Source: an optimization exercise on an open RTL-to-GDS flow (aim: a short achievable clock period and few clock cycles per item). Production flows keep margins and buffers that such runs may drop. RTL that was checked went through simulation tests only; none was proved equivalent to the original. Power figures rest on the tool's default switching activity, not on a simulated workload.

branch quartz:
==> module mbp_dpath, before the edit <==
module mbp_dpath #(
	parameter int Depth = 16
) (
	input  logic                             clk,
	input  logic                             arst_n,
	input  logic [mbp_pkg::MaxPattern*8-1:0] pat,
	input  logic                             ent_valid,
	input  logic [mbp_pkg::EntW-1:0]         ent,
	input  logic                             out_stall,
	output logic                             in_stall,
	output logic                             out_valid,
	output logic [2:0]                       kind,
	output logic [7:0]                       out_byte,
	output logic                             last
);
	localparam int NP = mbp_pkg::MaxPattern;
	localparam int EW = mbp_pkg::EntW;
	logic [EW-1:0]    slot_q [Depth];
	logic [Depth-1:0] wp_q, rp_q;
	logic [Depth-1:0] occ_q;     
	logic             full_q;
	logic          ov_q;
	logic [2:0]    ok_q;
	logic [7:0]    ob_q;
	logic          ol_q;
	logic          act_q;       
	logic [NP-1:0] rep_oh_q;    
	logic [7:0]    pr_q;        
	logic [5:0]    left_q;      
	logic          lz_q;        
	logic [7:0]    tail_q;      
	logic [EW-1:0] head;
	logic [7:0]    p_rep1;      
	always_comb begin
		head = '0;
		for (int i = 0; i < Depth; i++) head = head | ({EW{rp_q[i]}} & slot_q[i]);
		p_rep1 = '0;
		for (int i = 1; i + 1 < NP; i++) p_rep1 = p_rep1 | ({8{rep_oh_q[i]}} & pat[(i+1)*8 +: 8]);
	end
	logic [2:0] h_kind;
	logic [7:0] h_byte;
	logic       h_rep;
	logic [5:0] h_rep_m1;
	logic       h_rep_one;
	assign {h_kind, h_byte, h_rep, h_rep_m1, h_rep_one} = head;
	logic nonempty, adv, pop, push;
	assign nonempty = occ_q[0];
	assign adv      = !ov_q || !out_stall;
	assign pop      = adv && !act_q && nonempty;
	assign push     = ent_valid;
	always_ff @(posedge clk) begin
		for (int i = 0; i < Depth; i++)
			if (push && wp_q[i]) slot_q[i] <= ent;
	end
	always_ff @(posedge clk or negedge arst_n) begin
		if (!arst_n) begin
			wp_q   <= Depth'(1);
			rp_q   <= Depth'(1);
			occ_q  <= '0;
			full_q <= 1'b0;
		end else begin
			if (push) wp_q <= {wp_q[Depth-2:0], wp_q[Depth-1]};
			if (pop)  rp_q <= {rp_q[Depth-2:0], rp_q[Depth-1]};
			if (push && !pop)      occ_q <= {occ_q[Depth-2:0], 1'b1};
			else if (!push && pop) occ_q <= {1'b0, occ_q[Depth-1:1]};
			full_q <= occ_q[Depth-2] || (push && occ_q[Depth-3]);
		end
	end
	assign in_stall = full_q;
	always_ff @(posedge clk or negedge arst_n) begin
		if (!arst_n) begin
			ov_q  <= 1'b0;
			act_q <= 1'b0;
		end else if (adv) begin
			if (act_q) begin
				ov_q <= 1'b1;
				if (lz_q) act_q <= 1'b0;
			end else if (nonempty) begin
				ov_q  <= 1'b1;
				act_q <= h_rep;
			end else begin
				ov_q <= 1'b0;
			end
		end
	end
	always_ff @(posedge clk or negedge arst_n) begin
		if (!arst_n) begin
			ok_q <= '0;
			ob_q <= '0;
			ol_q <= 1'b0;
		end else if (adv) begin
			if (act_q) begin
				ok_q <= mbp_pkg::KIND_DATA;
				ob_q <= lz_q ? tail_q : pr_q;
				ol_q <= lz_q;
			end else begin
				ok_q <= h_rep ? mbp_pkg::KIND_DATA : h_kind;
				ob_q <= h_rep ? pat[7:0] : h_byte;
				ol_q <= !h_rep;
			end
		end
	end
	always_ff @(posedge clk) begin
		if (adv) begin
			if (act_q) begin
				rep_oh_q <= rep_oh_q << 1;
				pr_q     <= p_rep1;
				left_q   <= left_q - 6'd1;
				lz_q     <= (left_q == 6'd1);
			end else begin
				rep_oh_q <= NP'(2);
				pr_q     <= pat[15:8];
				left_q   <= h_rep_m1;
				lz_q     <= h_rep_one;
				tail_q   <= h_byte;
			end
		end
	end
	assign out_valid = ov_q;
	assign kind      = ok_q;
	assign out_byte  = ob_q;
	assign last      = ol_q;
endmodule
make LEC_CHECK=0 ABC_CLOCK_PERIOD_IN_PS=2000 CAP_MARGIN=20 CORE_MARGIN=2 CORE_UTILIZATION=50 SETUP_SLACK_MARGIN=3.4 SLEW_MARGIN=20 finish   # period 5.5 ns
run.sh (not shown) runs the stock make flow with config.mk's settings and CLKGATE_MAP_FILE= SYNTH_SCRIPT=/design/flow/synth_recipe.tcl, a recipe that flattens the netlist after the stock synthesis.
For branch sierra, these inputs were changed with respect to branch quartz:
--- a/flow/design.v
+++ b/flow/design.v
@@ -18,5 +18,5 @@
 endpackage
 module mbp_dpath #(
-	parameter int Depth = 16
+	parameter int Depth = 32
 ) (
 	input  logic                             clk,
## What came out
Of branch sierra and branch quartz, branch sierra shows the higher sequential share of layout area, with branch quartz below it.
The area added between synthesis and finish reported for branch sierra is greater than that of branch quartz by 0.49 points.
branch sierra vs branch quartz: setup slack down
branch quartz has higher met3 global-route usage than branch sierra.
For width of the chip, dividing the value from branch sierra by the value from branch quartz gives 1.14.
Of branch sierra and branch quartz, the higher flop and latch count out of synthesis belongs to branch sierra.
Testbench counts of branch sierra, summed over its fixed seeds: cycles 43,173, bytes 41,712.
The RTL of branch quartz was laid out without a check of its function.

* * *

== exp/harbor ==
The RTL this note starts from:
==> flow/design.v <==
package mbp_pkg;
	localparam int ByteW      = 8;
	localparam int WordW      = 64;
	localparam int NumWords   = 7;
	localparam int LenW       = 6;
	localparam int CfgIdxW    = 3;
	localparam int MaxPattern = 56;
	localparam logic [ByteW-1:0] CH_COLON = 8'h3A;
	localparam logic [ByteW-1:0] CH_LF    = 8'h0A;
	localparam logic [ByteW-1:0] CH_CR    = 8'h0D;
	localparam logic [ByteW-1:0] CH_SPACE = 8'h20;
	localparam logic [2:0] KIND_DATA  = 3'd0;
	localparam logic [2:0] KIND_NAME  = 3'd1;
	localparam logic [2:0] KIND_VALUE = 3'd2;
	localparam logic [2:0] KIND_EOL   = 3'd3;
	localparam logic [2:0] KIND_END   = 3'd4;
	localparam int EntW = 3 + ByteW + 1 + LenW;
endpackage
module mbp_dpath #(
	parameter int Depth = 8
) (
	input  logic                             clk,
	input  logic                             arst_n,
	input  logic [mbp_pkg::MaxPattern*8-1:0] pat,
	input  logic                             ent_valid,
	input  logic [mbp_pkg::EntW-1:0]         ent,
	input  logic                             out_stall,
	output logic                             in_stall,
	output logic                             out_valid,
	output logic [2:0]                       kind,
	output logic [7:0]                       out_byte,
	output logic                             last
);
	localparam int NP = mbp_pkg::MaxPattern;
	localparam int EW = mbp_pkg::EntW;
	logic [EW-1:0]    slot_q [Depth];
	logic [Depth-1:0] wp_q, rp_q;
	logic [Depth-1:0] occ_q;     
	logic             full_q;
	logic          ov_q;
	logic [2:0]    ok_q;
	logic [7:0]    ob_q;
	logic          ol_q;
	logic          act_q;       
	logic [5:0]    rep1_q;      
	logic [7:0]    pr_q;        
	logic [5:0]    left_q;      
	logic          lz_q;        
	logic [7:0]    tail_q;      
	logic [511:0] pat_x;
	assign pat_x = {64'h0, pat};
	logic [EW-1:0] head;
	logic [7:0]    p_rep1;      
	always_comb begin
		head = '0;
		for (int i = 0; i < Depth; i++) head = head | ({EW{rp_q[i]}} & slot_q[i]);
		p_rep1 = pat_x[rep1_q*8 +: 8];
	end
	logic [2:0] h_kind;
	logic [7:0] h_byte;
	logic       h_rep;
	logic [5:0] h_rep_m1;
	assign {h_kind, h_byte, h_rep, h_rep_m1} = head;
	logic nonempty, adv, pop, push;
	assign nonempty = occ_q[0];
	assign adv      = !ov_q || !out_stall;
	assign pop      = adv && !act_q && nonempty;
	assign push     = ent_valid;
	always_ff @(posedge clk) begin
		for (int i = 0; i < Depth; i++)
			if (push && wp_q[i]) slot_q[i] <= ent;
	end
	always_ff @(posedge clk or negedge arst_n) begin
		if (!arst_n) begin
			wp_q   <= Depth'(1);
			rp_q   <= Depth'(1);
			occ_q  <= '0;
			full_q <= 1'b0;
		end else begin
			if (push) wp_q <= {wp_q[Depth-2:0], wp_q[Depth-1]};
			if (pop)  rp_q <= {rp_q[Depth-2:0], rp_q[Depth-1]};
			if (push && !pop)      occ_q <= {occ_q[Depth-2:0], 1'b1};
			else if (!push && pop) occ_q <= {1'b0, occ_q[Depth-1:1]};
			full_q <= occ_q[Depth-2] || (push && occ_q[Depth-3]);
		end
	end
	assign in_stall = full_q;
	always_ff @(posedge clk or negedge arst_n) begin
		if (!arst_n) begin
			ov_q  <= 1'b0;
			act_q <= 1'b0;
		end else if (adv) begin
			if (act_q) begin
				ov_q <= 1'b1;
				if (lz_q) act_q <= 1'b0;
			end else if (nonempty) begin
				ov_q  <= 1'b1;
				act_q <= h_rep;
			end else begin
				ov_q <= 1'b0;
			end
		end
	end
	always_ff @(posedge clk or negedge arst_n) begin
		if (!arst_n) begin
			ok_q <= '0;
			ob_q <= '0;
			ol_q <= 1'b0;
		end else if (adv) begin
			if (act_q) begin
				ok_q <= mbp_pkg::KIND_DATA;
				ob_q <= lz_q ? tail_q : pr_q;
				ol_q <= lz_q;
			end else begin
				ok_q <= h_rep ? mbp_pkg::KIND_DATA : h_kind;
				ob_q <= h_rep ? pat[7:0] : h_byte;
				ol_q <= !h_rep;
			end
		end
	end
	always_ff @(posedge clk) begin
		if (adv) begin
			if (act_q) begin
				rep1_q   <= rep1_q + 6'd1;
				pr_q     <= p_rep1;
				left_q   <= left_q - 6'd1;
				lz_q     <= (left_q == 6'd1);
			end else begin
				rep1_q   <= 6'd2;
				pr_q     <= pat[15:8];
				left_q   <= h_rep_m1;
				lz_q     <= (h_rep_m1 == 6'd0);
				tail_q   <= h_byte;
			end
		end
	end
	assign out_valid = ov_q;
	assign kind      = ok_q;
	assign out_byte  = ob_q;
	assign last      = ol_q;
endmodule
module mbp_ctrl (
	input  logic                             clk,
	input  logic                             arst_n,
	input  logic                             cfg_we,
	input  logic [mbp_pkg::CfgIdxW-1:0]      cfg_index,
	input  logic [mbp_pkg::WordW-1:0]        cfg_data,
	input  logic                             accept,
	input  logic [mbp_pkg::ByteW-1:0]        body_byte,
	output logic [mbp_pkg::MaxPattern*8-1:0] pat,
	output logic                             ent_valid,
	output logic [mbp_pkg::EntW-1:0]         ent
);
	localparam int NP = mbp_pkg::MaxPattern;
	logic [NP*8-1:0] pat_q;
	logic [5:0]      lm3_q;      
	logic            restart;
	logic [5:0] len_cl;
	always_comb begin
		len_cl = cfg_data[5:0];
		if (len_cl < 6'd7)  len_cl = 6'd7;
		if (len_cl > 6'd56) len_cl = 6'd56;
	end
	assign restart = cfg_we && (cfg_index == 3'd0);
	always_ff @(posedge clk or negedge arst_n) begin
		if (!arst_n) begin
			pat_q <= '0;
			lm3_q <= 6'd4;
		end else if (cfg_we) begin
			if (cfg_index == 3'd0) begin
				lm3_q <= len_cl - 6'd3;
			end else begin
				for (int w = 1; w < 8; w++)
					if (cfg_index == 3'(w)) pat_q[(w-1)*64 +: 64] <= cfg_data;
			end
		end
	end
	assign pat = pat_q;
	logic [511:0] pat_x;
	assign pat_x = {64'h0, pat_q};
	function automatic logic [7:0] pb(input int i);
		pb = pat_q[i*8 +: 8];
	endfunction
	localparam logic [3:0] PH_PRE = 4'b0001, PH_NAME = 4'b0010, PH_VALUE = 4'b0100, PH_DATA = 4'b1000;
	logic [3:0]    ph_q;
	logic          vs_q;
	logic          adv_q;      
	logic          clr_q;      
	logic [5:0]    m_q;
	logic [5:0]    m2_q;       
	logic [7:0]    pe_q;       
	logic [7:0]    pa_q;       
	logic          le_q;       
	logic          la_q;       
	logic [5:0]    m_cur;
	logic [5:0]    m2_cur;     
	logic [7:0]    exp_b;      
	logic          lst;        
	always_comb begin
		if (adv_q) begin
			m_cur  = m_q + 6'd1;
			m2_cur = m2_q + 6'd1;
			exp_b = pa_q;
			lst   = la_q;
		end else if (clr_q) begin
			m_cur  = 6'd0;
			m2_cur = 6'd2;
			exp_b = pb(0);
			lst   = 1'b0;
		end else begin
			m_cur  = m_q;
			m2_cur = m2_q;
			exp_b = pe_q;
			lst   = le_q;
		end
	end
	logic [7:0] p_q2;          
	logic [7:0] p_nx;          
	logic       l_nx;          
	always_comb begin
		p_q2 = pat_x[m2_q*8 +: 8];
		if (adv_q) begin
			p_nx = p_q2;
			l_nx = (m_q == lm3_q);
		end else if (clr_q) begin
			p_nx = pb(1);
			l_nx = 1'b0;
		end else begin
			p_nx = pa_q;
			l_nx = la_q;
		end
	end
	logic hit, hit_a, hit_c, hit_e, b_colon, b_lf, b_cr, b_space;
	assign hit_a   = (body_byte == pa_q);
	assign hit_c   = (body_byte == pb(0));
	assign hit_e   = (body_byte == pe_q);
	assign hit     = adv_q ? hit_a : (clr_q ? hit_c : hit_e);
	assign b_colon = (body_byte == mbp_pkg::CH_COLON);
	assign b_lf    = (body_byte == mbp_pkg::CH_LF);
	assign b_cr    = (body_byte == mbp_pkg::CH_CR);
	assign b_space = (body_byte == mbp_pkg::CH_SPACE);
	logic          ev_d;
	logic [2:0]    ek_d;
	logic [7:0]    eb_d;
	logic          er_d;
	logic [3:0]    ph_d;
	logic          vs_d;
	logic          adv_m, clr_m;
	always_comb begin
		ev_d  = 1'b0;
		ek_d  = mbp_pkg::KIND_DATA;
		eb_d  = body_byte;
		er_d  = 1'b0;
		ph_d  = ph_q;
		vs_d  = vs_q;
		adv_m = 1'b0;
		clr_m = 1'b0;
		if (accept) begin
			if (ph_q[0] || ph_q[3]) begin
				if (hit) begin
					if (lst) begin
						if (ph_q[3]) begin
							ev_d = 1'b1;
							ek_d = mbp_pkg::KIND_END;
							eb_d = 8'h00;
						end
						clr_m = 1'b1;
						vs_d  = 1'b0;
						ph_d  = PH_NAME;
					end else begin
						adv_m = 1'b1;
					end
				end else begin
					ev_d  = ph_q[3];
					er_d  = (m_cur != 6'd0);
					clr_m = 1'b1;
				end
			end else if (ph_q[1]) begin
				if (b_colon) begin
					ph_d = PH_VALUE;
					vs_d = 1'b0;
				end else if (b_lf) begin
					ph_d = PH_DATA;
				end else if (!b_cr) begin
					ev_d = 1'b1;
					ek_d = mbp_pkg::KIND_NAME;
				end
			end else begin
				if (b_lf) begin
					ev_d = 1'b1;
					ek_d = mbp_pkg::KIND_EOL;
					eb_d = 8'h00;
					vs_d = 1'b0;
					ph_d = PH_NAME;
				end else if (b_cr || (b_space && !vs_q)) begin
				end else begin
					ev_d = 1'b1;
					ek_d = mbp_pkg::KIND_VALUE;
					vs_d = 1'b1;
				end
			end
		end
	end
	always_ff @(posedge clk or negedge arst_n) begin
		if (!arst_n) begin
			ph_q   <= PH_PRE;
			vs_q   <= 1'b0;
			adv_q  <= 1'b0;
			clr_q  <= 1'b0;
			m_q    <= 6'd2;
			m2_q   <= 6'd4;
			pe_q   <= 8'h00;
			pa_q   <= 8'h00;
			le_q   <= 1'b0;
			la_q   <= 1'b0;
		end else if (restart) begin
			ph_q   <= PH_PRE;
			vs_q   <= 1'b0;
			adv_q  <= 1'b0;
			clr_q  <= 1'b0;
			m_q    <= 6'd2;
			m2_q   <= 6'd4;
			pe_q   <= pb(2);
			pa_q   <= pb(3);
			le_q   <= 1'b0;
			la_q   <= 1'b0;
		end else begin
			ph_q   <= ph_d;
			vs_q   <= vs_d;
			adv_q  <= adv_m;
			clr_q  <= clr_m;
			m_q    <= m_cur;
			m2_q   <= m2_cur;
			pe_q   <= exp_b;
			pa_q   <= p_nx;
			le_q   <= lst;
			la_q   <= l_nx;
		end
	end
	logic                     ev_q;
	logic [mbp_pkg::EntW-1:0] e_q;
	always_ff @(posedge clk or negedge arst_n) begin
		if (!arst_n) begin
			ev_q <= 1'b0;
		end else begin
			ev_q <= ev_d;
		end
	end
	always_ff @(posedge clk) begin
		e_q <= {ek_d, eb_d, er_d, 6'(m_cur - 6'd1)};
	end
	assign ent_valid = ev_q;
	assign ent       = e_q;
endmodule
module multipart_boundary_parser (
	input  logic                        clk,
	input  logic                        arst_n,
	input  logic                        cfg_we,
	input  logic [mbp_pkg::CfgIdxW-1:0] cfg_index,
	input  logic [mbp_pkg::WordW-1:0]   cfg_data,
	input  logic                        in_valid,
	output logic                        in_stall,
	input  logic [mbp_pkg::ByteW-1:0]   body_byte,
	output logic                        out_valid,
	input  logic                        out_stall,
	output logic [2:0]                  kind,
	output logic [mbp_pkg::ByteW-1:0]   out_byte,
	output logic                        last
);
	logic [mbp_pkg::MaxPattern*8-1:0] pat;
	logic                             ent_valid;
	logic [mbp_pkg::EntW-1:0]         ent;
	logic                             accept;
	assign accept = in_valid && !in_stall;
	mbp_ctrl u_ctrl (
		.clk       (clk),
		.arst_n    (arst_n),
		.cfg_we    (cfg_we),
		.cfg_index (cfg_index),
		.cfg_data  (cfg_data),
		.accept    (accept),
		.body_byte (body_byte),
		.pat       (pat),
		.ent_valid (ent_valid),
		.ent       (ent)
	);
	mbp_dpath u_dpath (
		.clk       (clk),
		.arst_n    (arst_n),
		.pat       (pat),
		.ent_valid (ent_valid),
		.ent       (ent),
		.out_stall (out_stall),
		.in_stall  (in_stall),
		.out_valid (out_valid),
		.kind      (kind),
		.out_byte  (out_byte),
		.last      (last)
	);
endmodule
Settings: LEC_CHECK=0, ABC_CLOCK_PERIOD_IN_PS=2000, CAP_MARGIN=20, CORE_MARGIN=2, CORE_UTILIZATION=50, CTS_CLUSTER_DIAMETER=80, CTS_CLUSTER_SIZE=20, SETUP_SLACK_MARGIN=3.4, SLEW_MARGIN=20; clock period 5.5 ns.
> inputs changed (exp/harbor -> exp/cedar)
--- a/flow/design.v
+++ b/flow/design.v
@@ -43,11 +43,9 @@
 	logic          ol_q;
 	logic          act_q;       
-	logic [5:0]    rep1_q;      
+	logic [NP-1:0] rep_oh_q;    
 	logic [7:0]    pr_q;        
 	logic [5:0]    left_q;      
 	logic          lz_q;        
 	logic [7:0]    tail_q;      
-	logic [511:0] pat_x;
-	assign pat_x = {64'h0, pat};
 	logic [EW-1:0] head;
 	logic [7:0]    p_rep1;      
@@ -55,5 +53,6 @@
 		head = '0;
 		for (int i = 0; i < Depth; i++) head = head | ({EW{rp_q[i]}} & slot_q[i]);
-		p_rep1 = pat_x[rep1_q*8 +: 8];
+		p_rep1 = '0;
+		for (int i = 1; i + 1 < NP; i++) p_rep1 = p_rep1 | ({8{rep_oh_q[i]}} & pat[(i+1)*8 +: 8]);
 	end
 	logic [2:0] h_kind;
@@ -122,10 +121,10 @@
 		if (adv) begin
 			if (act_q) begin
-				rep1_q   <= rep1_q + 6'd1;
+				rep_oh_q <= rep_oh_q << 1;
 				pr_q     <= p_rep1;
 				left_q   <= left_q - 6'd1;
 				lz_q     <= (left_q == 6'd1);
 			end else begin
-				rep1_q   <= 6'd2;
+				rep_oh_q <= NP'(2);
 				pr_q     <= pat[15:8];
 				left_q   <= h_rep_m1;
@@ -177,6 +176,4 @@
 	end
 	assign pat = pat_q;
-	logic [511:0] pat_x;
-	assign pat_x = {64'h0, pat_q};
 	function automatic logic [7:0] pb(input int i);
 		pb = pat_q[i*8 +: 8];
@@ -187,28 +184,28 @@
 	logic          adv_q;      
 	logic          clr_q;      
+	logic [NP-1:0] m_oh_q;
 	logic [5:0]    m_q;
-	logic [5:0]    m2_q;       
 	logic [7:0]    pe_q;       
 	logic [7:0]    pa_q;       
 	logic          le_q;       
 	logic          la_q;       
+	logic [NP-1:0] m_oh;
 	logic [5:0]    m_cur;
-	logic [5:0]    m2_cur;     
 	logic [7:0]    exp_b;      
 	logic          lst;        
 	always_comb begin
 		if (adv_q) begin
-			m_cur  = m_q + 6'd1;
-			m2_cur = m2_q + 6'd1;
+			m_oh  = m_oh_q << 1;
+			m_cur = m_q + 6'd1;
 			exp_b = pa_q;
 			lst   = la_q;
 		end else if (clr_q) begin
-			m_cur  = 6'd0;
-			m2_cur = 6'd2;
+			m_oh  = NP'(1);
+			m_cur = 6'd0;
 			exp_b = pb(0);
 			lst   = 1'b0;
 		end else begin
-			m_cur  = m_q;
-			m2_cur = m2_q;
+			m_oh  = m_oh_q;
+			m_cur = m_q;
 			exp_b = pe_q;
 			lst   = le_q;
@@ -219,5 +216,6 @@
 	logic       l_nx;          
 	always_comb begin
-		p_q2 = pat_x[m2_q*8 +: 8];
+		p_q2 = '0;
+		for (int i = 0; i + 2 < NP; i++) p_q2 = p_q2 | ({8{m_oh_q[i]}} & pb(i + 2));
 		if (adv_q) begin
 			p_nx = p_q2;
@@ -308,6 +306,6 @@
 			adv_q  <= 1'b0;
 			clr_q  <= 1'b0;
+			m_oh_q <= NP'(1) << 2;
 			m_q    <= 6'd2;
-			m2_q   <= 6'd4;
 			pe_q   <= 8'h00;
 			pa_q   <= 8'h00;
@@ -319,6 +317,6 @@
 			adv_q  <= 1'b0;
 			clr_q  <= 1'b0;
+			m_oh_q <= NP'(1) << 2;
 			m_q    <= 6'd2;
-			m2_q   <= 6'd4;
 			pe_q   <= pb(2);
 			pa_q   <= pb(3);
@@ -330,6 +328,6 @@
 			adv_q  <= adv_m;
 			clr_q  <= clr_m;
+			m_oh_q <= m_oh;
 			m_q    <= m_cur;
-			m2_q   <= m2_cur;
 			pe_q   <= exp_b;
 			pa_q   <= p_nx;
==> run notes <==
- exp/cedar vs exp/harbor: total number of sequential cells up by more than 10%
- Compared with exp/harbor, in exp/cedar routability-driven placement congestion ratio moved up; largest net degree at the start of global routing increased 4; worst hold slack higher.
- The lower core region area of exp/harbor and exp/cedar is in exp/harbor.
- Data arrival time of the critical path for exp/cedar is lower than for exp/harbor.
- Compared with exp/harbor, the detailed router inserted more vias in exp/cedar.
- Comparing exp/harbor against exp/cedar, there is no change at all in final total negative setup slack.
- Looking at power across exp/harbor and exp/cedar, the one that comes out lower is exp/harbor.
- Delay contributed by the slowest stage of the critical path delta for exp/cedar relative to exp/harbor: 0.20 ns lower
- Final-layout clock buffer total of exp/cedar exceeds that of exp/harbor by more than 10%.
- Measured against each other, exp/harbor and exp/cedar differ in horizontal die dimension, the higher figure coming from exp/cedar.
Testbench counts of exp/cedar, summed over its fixed seeds: cycles 43,750, bytes 41,712.
No functional check of the RTL was part of exp/harbor.

## what the ideal ports hide
No port has a modelled driver above. Below, the same layouts with a new extraction and two added sets of constraints. Step 1, drivers: a clkbuf_16 drives clk and a buf_2 each remaining input, both assumed. Step 2 times the ports against the registers' clock, not the clock port: input delays grow and output delays shrink by t, the midpoint of the rising clock arrivals with the driver on. Slacks: no drivers / after step 1 / after step 2; pairs: no drivers / after step 1.
| run | t, ns | setup slack, ns | hold WS [ns] | worst register clock-pin slew, ns | cell pins on the clock port's net |
|---|---|---|---|---|---|
| branch quartz | 0.768 | 3.128 / 3.058 / 2.556 | 0.420 / 0.398 / 0.467 | 0.07 / 0.07 | 1 |
| branch sierra | 0.833 | 3.031 / 2.955 / 2.350 | 0.383 / 0.363 / 0.506 | 0.07 / 0.07 | 1 |
| exp/harbor | 0.681 | 2.870 / 2.870 / 2.491 | 0.479 / 0.465 / 0.488 | 0.09 / 0.09 | 1 |
| exp/cedar | 0.693 | 3.244 / 3.172 / 2.689 | 0.506 / 0.506 / 0.506 | 0.09 / 0.09 | 1 |
After both steps every run listed still meets setup and hold. The setup slack of branch sierra, which loses most, moves by -0.076 ns with the drivers and by -0.681 ns with both steps.
